What follows belongs to an exercise in optimizing a design on an open flow for small area; a production flow would make more cautious choices. In this exercise RTL edits were held to simulation tests only and were not proved equivalent to the original. Power is estimated from default activity; no workload was simulated.

===== flow/flow/run.sh =====
#!/bin/bash
# The standard layout (the standard.sh, unchanged synthesis and steps), with one change:
# the port buffers that global placement inserts are made from the smallest buffer cell.
set -euo pipefail
export BUFFER_PORTS_ARGS="-buffer_cell sky130_fd_sc_hd__buf_1"
bash standard.sh > standard.log 2>&1

===== flow/standard.sh =====
#!/bin/bash
# synth_recipe.tcl (not shown) runs the flow's synth.tcl, then flattens the netlist and writes it again
# the make line also repeats each setting of config.mk as NAME=value (left out here)
make -C /OpenROAD-flow-scripts/flow DESIGN_CONFIG=/design/flow/config.mk WORK_HOME=/design/flow/orfs CLKGATE_MAP_FILE= SYNTH_SCRIPT=/design/flow/synth_recipe.tcl "${@:-finish}"

===== flow/config.mk =====
export PLATFORM = sky130hd
export DESIGN_NAME = least_squares_slope_core
export DESIGN_NICKNAME = least_squares_slope_core
export VERILOG_FILES = /design/flow/design.v
export SDC_FILE = /design/flow/constraint.sdc
export NUM_CORES = 4
export LEC_CHECK = 0
export CAP_MARGIN = 20
export CORE_MARGIN = 2
export CORE_UTILIZATION = 40
export CTS_BUF_LIST = sky130_fd_sc_hd__clkbuf_16
export CTS_CLUSTER_DIAMETER = 80
export CTS_CLUSTER_SIZE = 25
export PLACE_DENSITY = 0.6
export SLEW_MARGIN = 20

===== flow/constraint.sdc =====
create_clock -name core_clock -period 11.0 [get_ports {clk}]
set_input_delay 2.2000 -clock core_clock [delete_from_list [all_inputs] [get_ports {clk}]]
set_output_delay 2.2000 -clock core_clock [all_outputs]
set_load 0.01 [all_outputs]

===== flow/design.v =====
package lss_pkg;
    localparam int MAX_POINTS  = 1024;
    localparam int SAMPLE_BITS = 16;
    localparam int CNT_W       = $clog2(MAX_POINTS + 1);
    localparam int OUT_W       = 32;
endpackage
module least_squares_slope_core (
    input  logic                                   clk,
    input  logic                                   rst_n,
    input  logic                                   start,
    output logic                                   busy,
    input  logic signed [lss_pkg::SAMPLE_BITS-1:0] x_value,
    input  logic signed [lss_pkg::SAMPLE_BITS-1:0] y_value,
    input  logic                                   last_pair,
    output logic                                   done,
    output logic signed [lss_pkg::OUT_W-1:0]       slope,
    output logic                                   no_spread,
    output logic                                   saturated,
    output logic                                   overflowed,
    output logic [lss_pkg::CNT_W-1:0]              pair_count
);
    localparam logic [4:0] S_CLR   = 5'd0;    
    localparam logic [4:0] S_IDLE  = 5'd1;    
    localparam logic [4:0] S_SUMX  = 5'd2;    
    localparam logic [4:0] S_SUMY  = 5'd3;    
    localparam logic [4:0] S_TXY   = 5'd4;    
    localparam logic [4:0] S_ADDXY = 5'd5;    
    localparam logic [4:0] S_TXX   = 5'd6;    
    localparam logic [4:0] S_ADDXX = 5'd7;    
    localparam logic [4:0] S_DEN0  = 5'd8;    
    localparam logic [4:0] S_DEN1  = 5'd9;    
    localparam logic [4:0] S_NUM0  = 5'd10;   
    localparam logic [4:0] S_NUM1  = 5'd11;   
    localparam logic [4:0] S_ABS   = 5'd12;   
    localparam logic [4:0] S_INIT  = 5'd13;   
    localparam logic [4:0] S_DIV   = 5'd14;   
    localparam logic [4:0] S_FIN1  = 5'd15;   
    localparam logic [4:0] S_FIN2  = 5'd16;   
    logic [3:0]  t;
    logic [4:0]  st;
    logic [4:0]  j;
    logic        lastp;
    logic [10:0] cnt;
    logic        drop;
    logic        done_r;
    logic [51:0] ra;
    logic [51:0] rb;
    logic [51:0] rc;
    logic [51:0] rd;
    logic [3:0]  ta;
    logic [3:0]  tb;
    logic [3:0]  tc;
    logic [3:0]  td;
    assign ta = ra[3:0];
    assign tb = rb[3:0];
    assign tc = rc[3:0];
    assign td = rd[3:0];
    logic        t_last;
    logic        t_zero;
    assign t_last = (t == 4'd12);
    assign t_zero = (t == 4'd0);
    logic [1:0]  pa;      
    logic [1:0]  pb;      
    logic        pb3;     
    logic        pw3;     
    logic        cy;      
    logic [2:0]  trl;     
    logic [2:0]  trn;     
    logic        xsg;     
    logic        ysg;     
    logic        dsg;     
    logic        asg;     
    logic        sxs;     
    logic        rsign;   
    logic        negf;    
    logic        zacc;    
    logic        nzacc;   
    logic        flat_r;
    logic        sat_r;
    logic [3:0] xs;
    assign xs = (t < 4'd2) ? ra[47:44] : (t < 4'd4) ? rb[39:36] : {4{xsg}};
    logic [3:0] ys;
    assign ys = (t < 4'd4) ? rd[35:32] : {4{ysg}};
    logic [3:0] ys6;
    assign ys6 = (t < 4'd6) ? 4'd0 : (t < 4'd10) ? rd[11:8] : {4{ysg}};
    logic [3:0] sxd;
    assign sxd = (t < 4'd6) ? tc : (t == 4'd6) ? {tc[1], tc[1], tc[1:0]} : {4{sxs}};
    logic [3:0] raw;
    always_comb
    begin
        case (st)
            S_SUMX:           raw = (t < 4'd6) ? xs : (t == 4'd6) ? {2'b00, xs[1:0]} : 4'd0;
            S_SUMY:           raw = ys6;
            S_TXY:            raw = ys;
            S_TXX:            raw = xs;
            S_ADDXY, S_ADDXX: raw = (t < 4'd8) ? td : {4{dsg}};
            S_DEN0:           raw = (t < 4'd11) ? tb : 4'd0;
            S_NUM0:           raw = (t < 4'd11) ? ta : {4{asg}};
            S_DEN1, S_NUM1:   raw = sxd;
            S_ABS, S_FIN2:    raw = tb;
            default:          raw = td;
        endcase
    end
    logic [2:0]  trip;
    logic [12:0] nsh;
    logic [2:0]  ntrip;
    assign nsh   = {1'b0, cnt, 1'b0};
    assign ntrip = (j < 5'd6) ? nsh[{j[2:0], 1'b0} +: 3] : 3'b000;
    logic d_zero;
    logic d_two;
    logic d_neg;
    always_comb
    begin
        case (st)
            S_TXY, S_TXX, S_DEN1, S_NUM1: trip = trl;
            S_DEN0, S_NUM0:               trip = ntrip;
            default:                      trip = 3'b001;
        endcase
        d_zero = (trip[2] == trip[1]) && (trip[1] == trip[0]);
        d_two  = (trip[1] == trip[0]) && (trip[2] != trip[1]);
        case (st)
            S_DEN1, S_NUM1:   d_neg = !trip[2];
            S_ABS, S_FIN2:    d_neg = negf;
            S_INIT:           d_neg = 1'b1;
            S_DIV:            d_neg = !rsign;
            default:          d_neg = trip[2];
        endcase
        if (d_zero)
        begin
            d_neg = 1'b0;
        end
    end
    logic [1:0] pbe;
    logic [3:0] mag;
    logic [3:0] opb;
    assign pbe = t_zero ? 2'b00 : pb;
    assign mag = (st == S_SUMY) ? {raw[1:0], pbe} : d_two ? {raw[2:0], pbe[1]} : raw;
    assign opb = d_zero ? 4'd0 : (d_neg ? ~mag : mag);
    logic [3:0] dtap;
    logic       first;
    logic [3:0] opa;
    logic [1:0] pae;
    logic       bdiv;
    always_comb
    begin
        case (st)
            S_ADDXY, S_INIT, S_DIV:               dtap = ta;
            S_ADDXX, S_NUM0, S_NUM1, S_ABS,
            S_FIN2:                               dtap = tb;
            S_SUMX, S_SUMY:                       dtap = tc;
            default:                              dtap = td;
        endcase
    end
    assign first = ((st == S_TXY) || (st == S_TXX)) ? (j == 5'd7)
                 : ((st == S_DEN0) || (st == S_NUM0)) ? (j == 5'd12) : 1'b0;
    assign pae  = t_zero ? 2'b00 : pa;
    assign bdiv = rb[15] && !j[4];
    always_comb
    begin
        case (st)
            S_TXY, S_TXX, S_DEN0, S_NUM0: opa = first ? 4'd0 : {dtap[1:0], pae};
            S_DIV:                        opa = {dtap[2:0], t_zero ? bdiv : pa[1]};
            S_INIT:                       opa = (t < 4'd9) ? rb[19:16] : 4'd0;
            S_ABS, S_FIN2:                opa = 4'd0;
            default:                      opa = dtap;
        endcase
    end
    logic       cin;
    logic       kill;
    logic [2:0] slo;
    logic [2:0] shi;
    logic [3:0] sum;
    assign cin  = t_zero ? d_neg : cy;
    assign kill = (st == S_SUMX) && (t == 4'd6);
    assign slo  = {1'b0, opa[1:0]} + {1'b0, opb[1:0]} + {2'b00, cin};
    assign shi  = {1'b0, opa[3:2]} + {1'b0, opb[3:2]} + {2'b00, slo[2] && !kill};
    assign sum  = {shi[1:0], slo[1:0]};
    logic [3:0] ina;
    logic [3:0] inb;
    logic [3:0] inc;
    logic [3:0] ind;
    logic [3:0] rotb;
    logic [3:0] cst;
    logic       low11;
    assign low11 = (t < 4'd11);
    assign rotb  = {tb[2:0], t_zero ? !rsign : pb3};
    assign cst   = flat_r ? 4'h0
                 : negf ? ((t == 4'd7) ? 4'h8 : 4'h0)
                 : ((t == 4'd7) ? 4'h7 : 4'hF);
    always_comb
    begin
        case (st)
            S_CLR:                   ina = 4'd0;
            S_ADDXY:                 ina = low11 ? sum : ta;
            S_INIT, S_DIV:           ina = sum;
            default:                 ina = ta;
        endcase
        case (st)
            S_CLR:                            inb = 4'd0;
            S_ADDXX:                          inb = low11 ? sum : tb;
            S_NUM0, S_NUM1, S_ABS:            inb = sum;
            S_DIV, S_FIN1:                    inb = rotb;
            S_FIN2:                           inb = (flat_r || sat_r) ? cst : sum;
            default:                          inb = tb;
        endcase
        case (st)
            S_CLR:                   inc = 4'd0;
            S_SUMX, S_SUMY:          inc = sum;
            default:                 inc = tc;
        endcase
        case (st)
            S_TXY, S_TXX:            ind = (t < 4'd8) ? sum : td;
            S_DEN0, S_DEN1:          ind = sum;
            default:                 ind = td;
        endcase
    end
    logic load;
    assign load = (st == S_IDLE) && t_last;
    always_ff @(posedge clk)
    begin
        ra <= {ina, ra[51:4]};
        rb <= {inb, rb[51:4]};
        rc <= {inc, rc[51:4]};
        rd <= {ind, rd[51:4]};
        if (load)
        begin
            ra[51:44] <= x_value[7:0];
            rb[51:44] <= x_value[15:8];
            rd[47:32] <= y_value;
        end
    end
    logic       solve0;
    logic [4:0] tj;
    logic [4:0] u;
    logic [3:0] w;
    logic [2:0] wtrip;
    assign solve0 = (st == S_DEN0) || (st == S_NUM0);
    assign tj     = solve0 ? j : ((st == S_SUMY) || (st == S_ADDXY)) ? 5'd7 : j - 1'b1;
    assign u      = tj + ((st == S_NUM0) ? 5'd13 : 5'd0);
    assign w      = solve0 ? tc : xs;
    assign wtrip  = {u[0] ? w[3:2] : w[1:0], (u[0] ? w[1] : pw3) && (tj != 5'd0)};
    logic take;
    assign take = (solve0 || (st == S_SUMY) || (st == S_ADDXY) || (st == S_TXY) || (st == S_TXX))
                  && (t == u[4:1]);
    always_ff @(posedge clk)
    begin
        pa  <= dtap[3:2];
        pb  <= raw[3:2];
        pb3 <= tb[3];
        pw3 <= w[3];
        cy  <= shi[2];
        if (t == 4'd3)
        begin
            xsg <= rb[39];
            ysg <= rd[35];
        end
        if (t == 4'd6)
        begin
            sxs <= tc[1];
        end
        if (t == 4'd7)
        begin
            dsg <= td[3];
        end
        if (t == 4'd10)
        begin
            asg <= ta[3];
        end
        if (take)
        begin
            trn <= wtrip;
        end
        if (t_last)
        begin
            trl <= take ? wtrip : trn;
        end
        if ((st == S_NUM1) && t_last)
        begin
            negf <= sum[3];
        end
        if (((st == S_INIT) || (st == S_DIV)) && t_last)
        begin
            rsign <= sum[3];
        end
        if (st == S_INIT)
        begin
            zacc <= (t_zero ? 1'b0 : zacc) || (td != 4'd0);
            if (t_last)
            begin
                flat_r <= !(zacc || (td != 4'd0));
                sat_r  <= (zacc || (td != 4'd0)) && !sum[3];
            end
        end
        if (st == S_FIN1)
        begin
            if (t < 4'd7)
            begin
                nzacc <= (t_zero ? 1'b0 : nzacc) || (rotb != 4'd0);
            end
            if (t == 4'd7)
            begin
                sat_r <= rotb[3] && (!negf || nzacc || (rotb[2:0] != 3'd0));
            end
        end
    end
    assign busy = !load;
    always_ff @(posedge clk or negedge rst_n)
    begin
        if (!rst_n)
        begin
            t      <= 4'd0;
            st     <= S_CLR;
            done_r <= 1'b0;
        end
        else
        begin
            t      <= t_last ? 4'd0 : t + 4'd1;
            done_r <= (st == S_FIN2) && t_last;
            if (t_last)
            begin
                case (st)
                    S_CLR:   st <= S_IDLE;
                    S_IDLE:
                    begin
                        if (start)
                        begin
                            if (!cnt[10])
                            begin
                                st <= S_SUMX;
                            end
                            else if (last_pair)
                            begin
                                st <= S_DEN0;
                            end
                        end
                    end
                    S_SUMX:  st <= S_SUMY;
                    S_SUMY:  st <= S_TXY;
                    S_TXY:   if (j == 5'd0) st <= S_ADDXY;
                    S_ADDXY: st <= S_TXX;
                    S_TXX:   if (j == 5'd0) st <= S_ADDXX;
                    S_ADDXX: st <= lastp ? S_DEN0 : S_IDLE;
                    S_DEN0:  st <= S_DEN1;
                    S_DEN1:  st <= (j == 5'd0) ? S_NUM0 : S_DEN0;
                    S_NUM0:  st <= S_NUM1;
                    S_NUM1:  st <= (j == 5'd0) ? S_ABS : S_NUM0;
                    S_ABS:   st <= S_INIT;
                    S_INIT:  st <= (!(zacc || (td != 4'd0)) || !sum[3]) ? S_FIN2 : S_DIV;
                    S_DIV:   if (j == 5'd31) st <= S_FIN1;
                    S_FIN1:  st <= S_FIN2;
                    default: st <= S_CLR;
                endcase
            end
        end
    end
    always_ff @(posedge clk)
    begin
        if (load)
        begin
            lastp <= last_pair;
        end
        if ((st == S_CLR) && t_last)
        begin
            cnt  <= '0;
            drop <= 1'b0;
        end
        else if (load && start)
        begin
            if (!cnt[10])
            begin
                cnt <= cnt + 1'b1;
            end
            else
            begin
                drop <= 1'b1;
            end
        end
        if (t_last)
        begin
            case (st)
                S_SUMY, S_ADDXY:  j <= 5'd7;
                S_TXY, S_TXX:     j <= j - 1'b1;
                S_ADDXX, S_IDLE:  j <= 5'd12;
                S_DEN1, S_NUM1:   j <= (j == 5'd0) ? 5'd12 : j - 1'b1;
                S_INIT:           j <= 5'd0;
                S_DIV:            j <= j + 1'b1;
                default:          ;
            endcase
        end
    end
    assign done       = done_r;
    assign slope      = rb[31:0];
    assign no_spread  = flat_r;
    assign saturated  = sat_r;
    assign overflowed = drop;
    assign pair_count = cnt;
endmodule

==> results of run 1 <==
layer usage:
layer  routed length [um]  track usage [%]  up-vias  part of all wire, %
li1                     -                -     3319                    -
met1                10900             25.8     3341                   44
met2                11500             32.1      270                   46
met3                 1730             2.97       52                  7.0
met4                  674             5.58        0                  2.7
met5                    0                0        -                    0
cells by family (layout without fill, tap and decap cells):
logic type / Yosys count / after routing / synth area share [%]
AOI/OAI and AO/OA: 200 / 200 / 14.0
xor gates and xnor gates: 18 / 18 / 1.64
adders and majority gates: 13 / 13 / 2.00
buffers and inverters: 103 / 137 / 5.79
DFF: 260 / 260 / 56.5
muxes: 34 / 34 / 4.00
and+or+nand+nor: 314 / 314 / 16.0
area by class of cell:
class                   count  share of cell area, %
well taps                 319                   3.84
flip-flops and latches    260                   52.4
clock inverters             7                  0.602
inverters                  24                  0.867
multi-input cells         579                   34.9
clock buffers              16                   3.85
repair buffers             90                   3.50
cell usage after synthesis (12+ instances only):
library cell	count	area (um2)
inv_1	22	82.6
edfxtp_1	19	571
clkbuf_1	22	82.6
o21ai_0	40	200
nand2_1	142	533
mux2i_1	19	190
a31oi_1	15	93.8
nor2b_1	12	75.1
a21oi_1	55	275
buf_4	34	255
nor2_1	62	233
nor3_1	16	80.1
dfxtp_1	231	4620
report_power, final:
part,internal [uW],total (uW),switching (uW),leakage (uW)
registers,1050,1080,34.5,0.00220
logic,51.6,137,85.4,0.00161
clock network,274,590,316,0.000240
total,1370,1810,436,0.00405
worst paths after layout:
path / start / to / slack, ns / depth (start not counted)
worst min register to register: rd[4] / rd[0] / 0.32 / 0
worst max-delay path: t[1] / st[2] / 5.17 / 20
worst min-delay path: rd[4] / rd[0] / 0.32 / 0
max in group asynchronous: rst_n / st[3] / 8.86 / 1
worst max register to register: t[1] / st[2] / 5.17 / 20
min in group asynchronous: rst_n / t[1] / 1.70 / 1
stage by stage:
stage / total power [uW] / util (%) / cell area [um2]
5_1_grt: 1880 / 44.1 / 10400
2_1_floorplan: 1190 / - / 9630
3_3_place_gp: 1240 / 42.2 / 9930
3_5_place_dp: 1240 / 42.2 / 9930
6_report: 1810 / 44.1 / 10400
4_1_cts: 1830 / 44.1 / 10400
flip-flops by register name (all words and copies together), names as in the netlist, 2 cells and up:
register  cells
ra           52
pb            2
rd           52
t             4
pa            2
st            5
rc           52
trl           3
cnt          11
j             5
trn           3
rb           52
==> impl_summary.log, run 1 <==
INFO  metric final.hold.worst_slack = 0.317 ns
INFO  metric leakagePower = 0.00405 uW
INFO  metric pre_cts_ws = 5.26 ns
INFO  metric postRouteWirelength = 24.8 mm
INFO  metric globalRoute.totalOverflow = 0
INFO  metric cts_max_level = 1
INFO  metric path_clk_slew = 0.10 ns
INFO  metric worstPathBufferInverterCount = 2
INFO  metric cp_slowest_stage_delay = 0.65 ns
INFO  metric row_count = 56
INFO  metric ratio_of_routed_vias_to_standard_cells = 5.39
INFO  metric gp_congestion = 0.997
INFO  metric timing.setup.tns = 0 ns
INFO  metric grt_first_pass_wirelength = 38.3 mm
INFO  metric initial_utilization = 40.9%
INFO  metric timing.critical_path.cells = ha_1 -> o21ai_1 -> nor2_1 -> o31ai_1 -> a221oi_1 -> a21oi_1 -> mux2i_1 -> o21ai_0 -> mux2i_1 -> fa_1 -> inv_1 -> fa_1 -> o31a_1 -> fa_1 -> inv_1 -> fa_1 -> or3_1 -> a21oi_1 -> nand2_1 -> o21ai_0
INFO  metric timing_worst_slew_pin_value = 1.11 ns
INFO  metric status = finished clean
INFO  metric placedCellCount = 1272
INFO  metric critical_path.max_fanout = 17
INFO  metric final-instance-count-excl-fill = 1295
INFO  metric vias_after_detailed_routing = 6982
INFO  metric drive_above_1_share = 6.56%
INFO  metric edff_count_synth = 19
INFO  metric dominantRegCellSynth = dfxtp_1
INFO  metric cells_after_synthesis = 942
INFO  metric syn-cell-area = 0.00963 mm2
INFO  metric rsz0062_at_grt = no
INFO  metric timing.final.crit_share = 53.0%
INFO  metric area_delta_synth_final = 7.87%
INFO  metric cts_hold_repair.buffers = 0
INFO  metric min_path_type = reg -> reg
INFO  metric drtIter0Drc = 674
INFO  metric fp.coreArea = 0.0235 mm2
INFO  metric layout.cells.most_common_list = dfxtp_1, nand2_1, buf_1
INFO  metric chipHeight = 159 um
INFO  metric clock_skew = 0.0201 ns
INFO  metric slew_headroom = 25.7%
INFO  metric maxSlewViolCount = 0
INFO  metric timing.critical_path.mode_cell = fa_1
INFO  metric setup.worst_path.start_class = flop
INFO  metric max-cap-violations = 0
INFO  metric num_antenna_cells = 0
INFO  metric timing.final.ws_setup = 5.17 ns
INFO  metric grt_pass1_vias = 6577
INFO  metric numCtsBuffers = 15
INFO  metric kind_of_cell_adding_the_most_delay_to_the_critical_path = compound AO/OA/AOI/OAI gates
INFO  metric layout.cells.most_common = dfxtp_1
INFO  metric route.detailed.wl_per_inst = 19.1 um
INFO  metric ys_ff_latch = 260
INFO  metric cts_root_buffer = clkbuf_16
INFO  metric critical_path_required = 11.41 ns
INFO  metric antenna_found_initial = 0
INFO  metric cts_setup_buffers = 0
INFO  metric drt_pass1_iterations = 6
INFO  metric postRouteAntennaNets = 0
INFO  metric seq_area = 0.00545 mm2
INFO  metric pin_count_of_the_biggest_net_entering_global_routing = 39
INFO  metric floorplan.io_pins = 84
INFO  metric final_hold_viol_count = 0
INFO  metric remaining_drc_errors = 0
INFO  metric synth.net_count = 991
INFO  metric insertion_delay_to_the_later_sink_of_the_worst_skew_pair = 0.51 ns
INFO  metric synth-seq-area-share = 56.5%
INFO  metric vdd_ir_drop_max = 0.104 mV
INFO  metric cts_num_sinks = 260
INFO  metric io_buffer_count = 83
INFO  metric die_width = 159 um
INFO  metric detailed_placer_s_ending_hpwl = 18.1 mm
INFO  metric die_area = 0.0253 mm2
INFO  metric postCtsResizedCells = 0
INFO  metric nNetsFinal = 1019
INFO  metric track_usage = 19.2%
INFO  metric crit_type = reg -> reg
INFO  metric timing.critical_path.to_type = flop
INFO  metric max-clock-path-buffers = 3
INFO  metric p_per_cell_area = 174 mW/mm2
INFO  metric final-setup-viol-count = 0
INFO  metric multi_input_area = 0.00363 mm2
INFO  metric postSynthAreaPerCell = 10.2 um2
INFO  metric final.fill_count = 2315
INFO  metric synth_warnings = 1
INFO  metric synth_cell_types = 93
INFO  metric period_minus_slack = 5.83 ns
INFO  metric achievable-frequency = 0.171 GHz
INFO  metric timing.critical_path.slowest_stage_cell = dfrtp_1
INFO  metric async_reset_ff_share = 3.85%
INFO  metric cts_tree = yes
INFO  metric worst-endpoint-arrival = 6.25 ns
==> inputs of run 2 (changes only) <==
--- a/flow/config.mk
+++ b/flow/config.mk
@@ -10,5 +10,5 @@
 export CORE_UTILIZATION = 40
-export CTS_BUF_LIST = sky130_fd_sc_hd__clkbuf_16
-export CTS_CLUSTER_DIAMETER = 80
-export CTS_CLUSTER_SIZE = 25
+export CTS_BUF_LIST = sky130_fd_sc_hd__clkbuf_8
+export CTS_CLUSTER_DIAMETER = 60
+export CTS_CLUSTER_SIZE = 18
 export PLACE_DENSITY = 0.6
==> run 2 against run 1 <==
Effect of this change: still clean on timing, DRC and antenna; core utilization is 0.080 points lower; non-clock buffer count stayed put; hold slack better by 0.0060 ns; area after synthesis stayed put; clock power is 6.8% lower; largest power group unchanged.
==> impl_summary.log, run 2 <==
INFO  metric status = finished clean
INFO  metric syn-cell-area = 0.00963 mm2
INFO  metric detailed_placer_s_ending_hpwl = 18.1 mm
INFO  metric nNetsFinal = 1026
INFO  metric area_delta_synth_final = 7.68%
INFO  metric overall_power = 1770 uW
INFO  metric route.detailed.wl_per_inst = 18.9 um
INFO  metric max-cap-violations = 0
INFO  metric postRouteAntennaNets = 0
INFO  metric globalRoute.totalOverflow = 0
INFO  metric kind_of_cell_adding_the_most_delay_to_the_critical_path = compound AO/OA/AOI/OAI gates
INFO  metric layout.cells.most_common = dfxtp_1
INFO  metric cts_max_level = 1
INFO  metric critical_path_required = 11.48 ns
INFO  metric setup.worst_path.start_class = flop
INFO  metric timing.critical_path.to_type = flop
INFO  metric final-setup-viol-count = 0
INFO  metric synth_largest_type_area_fraction = 48.0%
INFO  metric drtIter0Drc = 635
INFO  metric io_buffer_count = 83
INFO  metric chipHeight = 159 um
INFO  metric remaining_drc_errors = 0
INFO  metric synth_warnings = 1
INFO  metric cells_after_synthesis = 942
INFO  metric synth-seq-area-share = 56.5%
INFO  metric timing.critical_path.mode_cell = fa_1
INFO  metric cp_num_cells = 20
INFO  metric leakagePower = 0.00405 uW
INFO  metric numCtsBuffers = 22
INFO  metric track_usage = 19.1%
INFO  metric achievable-frequency = 0.171 GHz
INFO  metric period_minus_slack = 5.86 ns
INFO  metric synth_cell_types = 93
INFO  metric crit_type = reg -> reg
INFO  metric utilization = 44.1%
INFO  metric critical_path.max_fanout = 17
INFO  metric ratio_of_routed_vias_to_standard_cells = 5.34
INFO  metric netlist_top_cells_count = dfxtp_1, nand2_1, nor2_1
INFO  metric num_antenna_cells = 0
INFO  metric async_reset_ff_share = 3.85%
INFO  metric timing.setup.tns = 0 ns
INFO  metric vdd_ir_drop_max = 0.114 mV
INFO  metric cts_setup_buffers = 0
INFO  metric min_path_type = reg -> reg
INFO  metric yosys.area.top_type = dfxtp_1
INFO  metric timing.reg2reg.worst_path_depth = 20
INFO  metric worstHoldPathCells = 0
INFO  metric vias_after_detailed_routing = 6983
INFO  metric path_clk_slew = 0.11 ns
INFO  metric worst-endpoint-arrival = 6.34 ns
INFO  metric initial_utilization = 40.9%
INFO  metric maxSlewViolCount = 0
INFO  metric postCtsResizedCells = 0
INFO  metric dominantRegCellSynth = dfxtp_1
INFO  metric netlist_top_cells_area = dfxtp_1, edfxtp_1, nand2_1, a21oi_1, buf_4
INFO  metric timing.final.crit_share = 53.2%
INFO  metric final.fill_count = 2337
INFO  metric cts_tree = yes
INFO  metric gp_congestion = 0.997
INFO  metric rsz0062_at_grt = no
INFO  metric drive_above_1_share = 7.68%
INFO  metric p_per_cell_area = 170 mW/mm2
INFO  metric slew_headroom = 27.9%
INFO  metric cts_root_buffer = clkbuf_8
INFO  metric die_area = 0.0253 mm2
INFO  metric timing_worst_slew_pin_value = 1.07 ns
INFO  metric die_width = 159 um
INFO  metric cts_hold_repair.buffers = 0
INFO  metric cp_slowest_stage_delay = 0.66 ns
INFO  metric layout.cells.most_common_list = dfxtp_1, nand2_1, buf_1
INFO  metric max-clock-path-buffers = 3
INFO  metric worstPathBufferInverterCount = 2
INFO  metric reg2reg_setup_slack = 5.14 ns
INFO  metric timing.critical_path.slowest_stage_cell = dfrtp_1
INFO  metric library_cell_with_the_highest_instance_count_after_synthesis = dfxtp_1
INFO  metric clock_skew = 0.0258 ns
INFO  metric floorplan.io_pins = 84
INFO  metric drt_pass1_iterations = 5
INFO  metric pin_count_of_the_biggest_net_entering_global_routing = 39
INFO  metric insertion_delay_to_the_later_sink_of_the_worst_skew_pair = 0.56 ns
INFO  metric synth.net_count = 991
INFO  metric cts_num_sinks = 260
INFO  metric timing.critical_path.cells = ha_1 -> o21ai_1 -> nor2_1 -> o31ai_1 -> a221oi_1 -> a21oi_1 -> mux2i_1 -> o21ai_0 -> mux2i_1 -> fa_1 -> inv_1 -> fa_1 -> o31a_1 -> fa_1 -> inv_1 -> fa_1 -> or3_1 -> a21oi_1 -> nand2_1 -> o21ai_0
INFO  metric postRouteWirelength = 24.8 mm
INFO  metric fp.coreArea = 0.0235 mm2
INFO  metric grt_pass1_vias = 6637
INFO  metric ys_ff_latch = 260
INFO  metric final_hold_viol_count = 0
INFO  metric grt_first_pass_wirelength = 38.4 mm
INFO  metric postSynthAreaPerCell = 10.2 um2
INFO  metric antenna_found_initial = 0
INFO  metric edff_count_synth = 19
INFO  metric row_count = 56
-- run 2: where the power goes --
part	switching [uW]	total (uW)	internal, uW	leakage [uW]
Clock	330	550	219	0.000242
Combinational	86.2	138	51.8	0.00161
Sequential	34.8	1080	1050	0.00220
Total	451	1770	1320	0.00405
-- run 2: worst reg2reg max path, stage by stage, from the launching register on --
cell	delay, ns
dfrtp_1	0.66
ha_1	0.39
o21ai_1	0.53
nor2_1	0.09
o31ai_1	0.52
a221oi_1	0.20
a21oi_1	0.29
mux2i_1	0.11
o21ai_0	0.24
mux2i_1	0.29
fa_1	0.21
inv_1	0.05
fa_1	0.36
o31a_1	0.12
fa_1	0.35
inv_1	0.07
fa_1	0.52
or3_1	0.47
a21oi_1	0.15
nand2_1	0.06
o21ai_0	0.10
-- run 2: cells by family (layout without fill, tap and decap cells) --
| group | count (synthesis) | count (layout) | share of synthesized area, % |
|---|---|---|---|
| muxes | 34 | 34 | 4.00 |
| DFF | 260 | 260 | 56.5 |
| and+or+nand+nor | 314 | 314 | 16.0 |
| AOI/OAI and AO/OA | 200 | 200 | 14.0 |
| buffers and inverters | 103 | 150 | 5.79 |
| xor gates and xnor gates | 18 | 18 | 1.64 |
| adders and majority gates | 13 | 13 | 2.00 |
-- run 2: cell type report --
class / instances / area, um2 / area share (%)
flip-flops and latches: 260 / 5450 / 52.5
inverters: 24 / 90.1 / 0.868
multi-input cells: 579 / 3630 / 35.0
repair buffers: 90 / 364 / 3.51
clock inverters: 12 / 114 / 1.10
clock buffers: 24 / 330 / 3.18
well taps: 319 / 399 / 3.85
-- run 2: per-layer routing --
metal	up-vias	track usage [%]	share of wire, %
met2	268	31.7	46
met1	3325	25.8	44
li1	3334	-	-
met3	56	3.18	7.0
met4	0	5.66	2.7
met5	-	0	0
-- run 2: per-stage QoR --
| step | instance area, um2 | hold slack, ns | worst slack [ns] | std cells |
|---|---|---|---|---|
| floorplan | 9630 | 0.310 | 6.35 | 942 |
| global placement | 9930 | 0.310 | 5.43 | 1272 |
| detailed placement | 9930 | 0.312 | 5.26 | 1272 |
| CTS | 10400 | 0.329 | 5.21 | 1308 |
| global route | 10400 | 0.333 | 4.63 | 1308 |
| finish | 10400 | 0.323 | 5.14 | 1308 |
-- run 2: final timing paths --
| check | from | to |
|---|---|---|
| max | t[1] | st[2] |
| min | rd[4] | rd[0] |
| max reg2reg | t[1] | st[2] |
| min reg2reg | rd[4] | rd[0] |
| max in group asynchronous | rst_n | st[0] |
| min in group asynchronous | rst_n | t[1] |
==> inputs of run 3 (changes only) <==
--- a/flow/config.mk
+++ b/flow/config.mk
@@ -9,3 +9,3 @@
 export CORE_MARGIN = 2
-export CORE_UTILIZATION = 40
+export CORE_UTILIZATION = 60
 export CTS_BUF_LIST = sky130_fd_sc_hd__clkbuf_8
@@ -13,3 +13,3 @@
 export CTS_CLUSTER_SIZE = 18
-export PLACE_DENSITY = 0.6
+export PLACE_DENSITY = 0.75
 export SLEW_MARGIN = 20
==> run 3 against run 2 <==
Effect of this change: sequential cell count unchanged; cell count decreased by 8.4%; clock-buffer cell count decreased by 5; clock power decreased by 17%; synthesized cell count unchanged; register-to-register slack improved by 0.15 ns; wire length decreased by 10%; hold slack got worse by 0.022 ns; design area decreased by 2.4%.
==> impl_summary.log, run 3 <==
INFO  metric drive_above_1_share = 7.03%
INFO  metric power.switching_fraction = 24.2%
INFO  metric cts_root_buffer = clkbuf_8
INFO  metric postRouteAntennaNets = 0
INFO  metric vdd_ir_drop_max = 0.121 mV
INFO  metric utilization = 64.2%
INFO  metric max-clock-path-buffers = 3
INFO  metric internal-power = 1260 uW
INFO  metric dominantRegCellSynth = dfxtp_1
INFO  metric timing_worst_slew_pin_value = 0.976 ns
INFO  metric timing.final.crit_share = 51.9%
INFO  metric leakagePower = 0.00399 uW
INFO  metric io_buffer_count = 83
INFO  metric area_delta_synth_final = 5.13%
INFO  metric remaining_drc_errors = 0
INFO  metric postRouteWirelength = 22.2 mm
INFO  metric final_hold_viol_count = 0
INFO  metric path_clk_slew = 0.12 ns
INFO  metric crit_type = reg -> reg
INFO  metric max-cap-violations = 0
INFO  metric synth.net_count = 991
INFO  metric slew_headroom = 34.9%
INFO  metric synth_cell_types = 93
INFO  metric postCtsResizedCells = 0
INFO  metric cells_after_synthesis = 942
INFO  metric worst-endpoint-arrival = 6.19 ns
INFO  metric critical_path.max_fanout = 17
INFO  metric yosys.area.top_type = dfxtp_1
INFO  metric cts_num_sinks = 260
INFO  metric initial_utilization = 61.1%
INFO  metric numCtsBuffers = 19
INFO  metric route.detailed.wl_per_inst = 18.6 um
INFO  metric min_path_type = reg -> reg
INFO  metric insertion_delay_to_the_later_sink_of_the_worst_skew_pair = 0.56 ns
INFO  metric gp_congestion = 0.993
INFO  metric library_cell_with_the_highest_instance_count_after_synthesis = dfxtp_1
INFO  metric rsz0062_at_grt = no
INFO  metric globalRoute.totalOverflow = 0
INFO  metric netlist_top_cells_count = dfxtp_1, nand2_1, nor2_1
INFO  metric synth-seq-area-share = 56.5%
INFO  metric num_antenna_cells = 0
INFO  metric ys_ff_latch = 260
INFO  metric final-setup-viol-count = 0
INFO  metric synth_warnings = 1
INFO  metric fp.coreArea = 0.0158 mm2
INFO  metric grt_pass1_vias = 6093
INFO  metric setup.worst_path.start_class = flop
INFO  metric pin_count_of_the_biggest_net_entering_global_routing = 38
INFO  metric edff_count_synth = 19
INFO  metric detailed_placer_s_ending_hpwl = 16.3 mm
INFO  metric syn-cell-area = 0.00963 mm2
INFO  metric cts_max_level = 1
INFO  metric cts_setup_buffers = 0
INFO  metric grt_first_pass_wirelength = 33.9 mm
INFO  metric nNetsFinal = 1024
INFO  metric p_per_cell_area = 165 mW/mm2
INFO  metric critical_path_required = 11.47 ns
INFO  metric seq_power_share = 64.5%
INFO  metric status = finished clean
INFO  metric antenna_found_initial = 0
INFO  metric clock_power_share = 27.4%
INFO  metric cts_tree = yes
INFO  metric overall_power = 1670 uW
INFO  metric die_width = 131 um
INFO  metric maxSlewViolCount = 0
INFO  metric layout.cells.most_common = dfxtp_1
INFO  metric postSynthAreaPerCell = 10.2 um2
INFO  metric timing.critical_path.to_type = flop
INFO  metric period_minus_slack = 5.71 ns
INFO  metric drtIter0Drc = 738
INFO  metric drt_pass1_iterations = 6
INFO  metric track_usage = 26.1%
INFO  metric comb_power_share = 8.2%
INFO  metric floorplan.io_pins = 84
INFO  metric achievable-frequency = 0.175 GHz
INFO  metric chipHeight = 131 um
INFO  metric ratio_of_routed_vias_to_standard_cells = 5.86
INFO  metric async_reset_ff_share = 3.85%
INFO  metric power_switching = 404 uW
INFO  metric synth_largest_type_area_fraction = 48.0%
INFO  metric netlist_top_cells_area = dfxtp_1, edfxtp_1, nand2_1, a21oi_1, buf_4
INFO  metric row_count = 46
INFO  metric cts_hold_repair.buffers = 0
INFO  metric clock_skew = 0.0434 ns
INFO  metric layout.cells.most_common_list = dfxtp_1, nand2_1, buf_1
INFO  metric vias_after_detailed_routing = 7024
INFO  metric die_area = 0.0171 mm2
INFO  metric timing.setup.tns = 0 ns
-- run 3: cell counts after synthesis --
Identical to the previous run, type by type.
-- run 3: per-stage QoR --
step,setup slack (ns),instance area (um2),hold WS (ns),cells
floorplan,6.35,9630,0.310,942
global placement,5.54,9810,0.310,1170
detailed placement,5.38,9810,0.312,1170
CTS,5.42,10100,0.304,1198
global route,4.86,10100,0.313,1198
finish,5.29,10100,0.301,1198
-- run 3: kinds of logic (layout without fill, tap and decap cells) --
family	Yosys count	in the layout	share of synthesized area [%]
AO/OA/AOI/OAI	200	200	14.0
buffers and inverters	103	143	5.79
multiplexers	34	34	4.00
AND/OR/NAND/NOR	314	314	16.0
adder cells (fa/ha/maj)	13	13	2.00
flip-flops	260	260	56.5
XOR/XNOR	18	18	1.64
-- run 3: critical path, stage by stage, from the launching register on --
cell and delay [ns]:
dfrtp_1 0.64, ha_1 0.38, o21ai_1 0.51, nor2_1 0.08
o31ai_1 0.49, a221oi_1 0.17, a21oi_1 0.28, mux2i_1 0.12
o21ai_0 0.22, mux2i_1 0.29, fa_1 0.20, inv_1 0.05
fa_1 0.35, o31a_1 0.12, fa_1 0.36, inv_1 0.08
fa_1 0.54, or3_1 0.46, o21ai_0 0.09, nand2_1 0.07
o21ai_0 0.15
-- run 3: path summary, 6_finish.rpt --
check / start / end / slack, ns / depth (start not counted)
worst max-delay path: t[1] / st[1] / 5.29 / 20
worst min-delay path: ra[8] / ra[4] / 0.30 / 0
worst max register to register: t[1] / st[1] / 5.29 / 20
worst min register to register: ra[8] / ra[4] / 0.30 / 0
max in group asynchronous: rst_n / t[1] / 8.94 / 1
min in group asynchronous: rst_n / t[2] / 1.63 / 1
-- run 3: power by group through the flow --
stage	registers [uW]	logic, uW	clock network [uW]
floorplan	1090	102	0
global placement	1100	133	0
detailed placement	1100	133	0
CTS	1080	134	472
global route	1080	151	505
finish	1080	136	456
-- run 3: per-layer routing --
| layer | vias up | wire length (um) | track usage (%) |
|---|---|---|---|
| li1 | 3325 | - | - |
| met1 | 3331 | 9650 | 37.4 |
| met2 | 307 | 9940 | 39.6 |
| met3 | 61 | 1650 | 3.71 |
| met4 | 0 | 982 | 11.9 |
| met5 | - | 0 | 0 |
-- run 3: cell type report --
type	instances	area, um2
fillers	1389	5640
flip-flops and latches	260	5450
multi-input cells	579	3630
repair buffers	91	372
well taps	216	270
clock buffers	19	262
inverters	24	90.1
clock inverters	9	58.8

## what the ideal ports hide
The results above use ideal ports. As a check the final layouts listed here were re-extracted and re-timed, cells and wires unchanged. Step 1 assumes that a clkbuf_16 drives the clock port and a buf_2 every other input. Step 2 adds t to the input delays and takes it off the output delays; t is the mean of the earliest and latest rising clock arrival at the registers after step 1. Input paths then give back, and output paths get back, about the clock's delay inside the block. a / b / c = ideal ports / drivers / drivers and shift; a / b = the first two.
run | shift t [ns] | setup slack, ns | worst setup path at the end | worst slew at a driven data input, ns
run 1 | 0.542 | 5.165 / 5.165 / 5.165 | register to register | 0.04
run 2 | 0.585 | 5.144 / 5.144 / 5.144 | register to register | 0.04
run 3 | 0.578 | 5.290 / 5.290 / 5.290 | register to register | 0.03
After both steps setup and hold are still met in every run listed.
